Context: an optimization exercise on an open-source flow, tuned for small area and a short achievable clock period. The choices shown serve that exercise and are no tape-out recipe. Only simulation tests tie the RTL to the original design; equivalence was not proved.

==> inputs of run a <==
// ising_core
module ising_core (
    input  logic        clk,
    input  logic        reset,
    input  logic        wr_en,
    input  logic [31:0] wr_addr,
    input  logic [31:0] wdata,
    input  logic [31:0] rd_addr,
    output logic [31:0] rdata,
    input  logic        run,
    input  logic        spin_load,
    input  logic [15:0] spin_init,
    output logic [15:0] spins
);
    logic wr_ok, rd_ok;
    assign wr_ok = (wr_addr[31:24] == 8'hA5) && (wr_addr[23:17] == 7'd0) && (wr_addr[12:6] == 7'd0);
    assign rd_ok = (rd_addr[31:24] == 8'hA5) && (rd_addr[23:17] == 7'd0) && (rd_addr[12:6] == 7'd0);
    logic [3:0] wr_d, wr_s, rd_d, rd_s;
    assign wr_d = wr_addr[16:13];
    assign wr_s = wr_addr[5:2];
    assign rd_d = rd_addr[16:13];
    assign rd_s = rd_addr[5:2];
    logic [15:0] wdh, wsh, rdh, rsh;
    always_comb begin
        for (int k = 0; k < 16; k++) begin
            wdh[k] = (wr_d == 4'(k));
            wsh[k] = (wr_s == 4'(k));
            rdh[k] = (rd_d == 4'(k));
            rsh[k] = (rd_s == 4'(k));
        end
    end
    logic wen;
    assign wen = wr_en && wr_ok;
    logic [15:0] wea, web;
    assign wea = {16{reset}} | ({16{wen}} & wdh);
    assign web = {16{reset}} | wsh;
    logic [3:0] wval;
    assign wval = reset ? 4'd0 : wdata[3:0];
    logic [3:0] bval;
    assign bval = reset ? 4'b1000 : (wdata[3:0] ^ 4'b1000);
    logic [3:0] b_0;
    logic [3:0] bx_0;
    always_ff @(posedge clk) if (wea[0] && web[0]) bx_0 <= bval;
    assign b_0 = bx_0 ^ 4'b1000;
    logic [3:0] b_1;
    logic [3:0] bx_1;
    always_ff @(posedge clk) if (wea[1] && web[1]) bx_1 <= bval;
    assign b_1 = bx_1 ^ 4'b1000;
    logic [3:0] b_2;
    logic [3:0] bx_2;
  ...
==> flow/config.mk <==
export PLATFORM = sky130hd
export DESIGN_NAME = ising_core
export DESIGN_NICKNAME = ising_core
export VERILOG_FILES = /design/flow/design.v
export SDC_FILE = /design/flow/constraint.sdc
export NUM_CORES = 4
export LEC_CHECK = 0
export CAP_MARGIN = 20
export CORE_MARGIN = 2
export CORE_UTILIZATION = 40
export CTS_CLUSTER_DIAMETER = 120
export CTS_CLUSTER_SIZE = 24
export SETUP_SLACK_MARGIN = 3.0
export SLEW_MARGIN = 20
==> flow/constraint.sdc <==
create_clock -name core_clock -period 8.0 [get_ports {clk}]
set_input_delay 1.6000 -clock core_clock [delete_from_list [all_inputs] [get_ports {clk}]]
set_output_delay 1.6000 -clock core_clock [all_outputs]
set_load 0.01 [all_outputs]
standard.sh (not shown) runs the stock make flow with config.mk's settings and CLKGATE_MAP_FILE= SYNTH_SCRIPT=/design/flow/synth_recipe.tcl, a recipe that flattens the netlist after the stock synthesis.
==> flow/flow/run.sh <==
#!/bin/bash
# The standard synthesis, then an inverter clean-up of the netlist around the
# full adders (flow/polar.py), checked against the synthesized netlist by random
# simulation (flow/nsim.py; on any difference the clean-up is dropped), then
# the standard layout from that netlist.
set -euo pipefail
R=orfs/results/$FLOW_PLATFORM/ising_core/base
bash standard.sh synth > synth.log 2>&1
cp $R/1_2_yosys.v synth_netlist.v
cp synth_netlist.v polar_netlist.v
python3 flow/polar.py polar_netlist.v > polar.log 2>&1
if python3 flow/nsim.py synth_netlist.v polar_netlist.v > nsim.log 2>&1 && grep -q " 0 differ, 0 missing" nsim.log; then
  cp polar_netlist.v $R/1_2_yosys.v
  rm -f $R/1_synth.odb $R/1_synth.sdc
fi
bash standard.sh finish > finish.log 2>&1
Other scripts of this flow, unchanged in this note and not shown: flow/flow/nsim.py, flow/flow/polar.py
==> run b: changes against run a <==
--- a/flow/flow/run.sh
+++ b/flow/flow/run.sh
@@ -4,3 +4,4 @@
 # simulation (flow/nsim.py; on any difference the clean-up is dropped), then
-# the standard layout from that netlist.
+# the standard layout from that netlist, with power recovery (downsizing
+# off the critical paths) after global routing.
 set -euo pipefail
@@ -15,2 +16,2 @@
 fi
-bash standard.sh finish > finish.log 2>&1
+bash standard.sh RECOVER_POWER=100 finish > finish.log 2>&1
Settings changed: CORE_UTILIZATION 40 to 45.
==> run c: changes against run a <==
Settings changed: CORE_UTILIZATION 40 to 50.
==> run d: changes against run a <==
Settings changed: SETUP_SLACK_MARGIN 3.0 to 3.25.
==> results.sh <==
export IMPL_run_status="no timing/DRC/antenna violations"
export IMPL_initial_utilization_pct=40.15
export IMPL_antenna_found_initial=28
export IMPL_timing_critical_path_slowest_cell_delay_ps=970
export IMPL_cts_setup_buffers=389
export IMPL_final_hold_worst_slack_ps=430.3
export IMPL_slew_headroom_pct=11.46
export IMPL_r2r_start="w_3_9[1]"
export IMPL_hold_path_endpoint="dp1[15]"
export IMPL_cts_resized=517
export IMPL_fin_skew_ps=36.95
export IMPL_floorplan_core_area_um2=143000
export IMPL_grt_usage_pct=45.71
export IMPL_report_final_slew_viol_count=0
The numbers above come from run a.

==> results.sh <==
export IMPL_cts_setup_buffers=388
export IMPL_timing_critical_path_slowest_cell_delay_ps=970
export IMPL_floorplan_core_area_um2=114000
export IMPL_hold_path_endpoint="dp1[12]"
export IMPL_final_min_clock_period_ps=5362
export IMPL_r2r_start="dm1[0]"
export IMPL_yosys_warnings=1
export IMPL_final_hold_worst_slack_ps=428.2
export IMPL_grt_usage_pct=55.24
export IMPL_antenna_found_initial=45
export IMPL_run_status="no timing/DRC/antenna violations"
The numbers above come from run c.

==> results.sh <==
export IMPL_grt_usage_pct=51.32
export IMPL_run_status="finished with violations"
export IMPL_floorplan_core_area_um2=127000
export IMPL_r2r_start="dl1[1]"
export IMPL_report_final_slew_viol_count=439
export IMPL_initial_utilization_pct=45.19
export IMPL_drv_cap=18
export IMPL_violations="capacitance limit, slew limit"
export IMPL_slew_headroom_pct=-177.0
The numbers above come from run b.

==> results.sh <==
export IMPL_floorplan_core_area_um2=143000
export IMPL_layout_area_top_class="multi-input combinational cells"
export IMPL_cts_setup_buffers=502
export IMPL_run_status="no timing/DRC/antenna violations"
export IMPL_die_w_um=382.8
export IMPL_antenna_found_initial=35
export IMPL_r2r_start="w_5_13[3]"
export IMPL_final_hold_worst_slack_ps=423.6
export IMPL_cts_resized=442
export IMPL_slew_headroom_pct=12.77
The numbers above come from run d.

static timing again, ports no longer ideal:
Ports are ideal in the flow. The routed layouts listed here were re-timed in OpenROAD. Step 1, drivers: a clkbuf_16 drives clk and a buf_2 each remaining input, both assumed. Step 2, shift: input delay + t, output delay - t, t = (earliest + latest rising clock arrival at the registers) / 2. This alone moves slack from input paths to output paths. Slacks: ideal ports / drivers / drivers and shift; pairs: ideal ports / drivers.
run	t (ns)	setup slack, ns	slew at the worst register clock pin (ns)
run a	0.761	2.864 / 2.898 / 2.171	0.12 / 0.12
run b	0.748	1.224 / 1.269 / 0.522	0.11 / 0.11
run c	0.742	2.638 / 2.697 / 1.955	0.11 / 0.11
run d	0.742	2.883 / 2.883 / 2.670	0.12 / 0.12
The setup slack of run b, which loses most, moves by +0.045 ns with the drivers and by -0.702 ns with both steps.
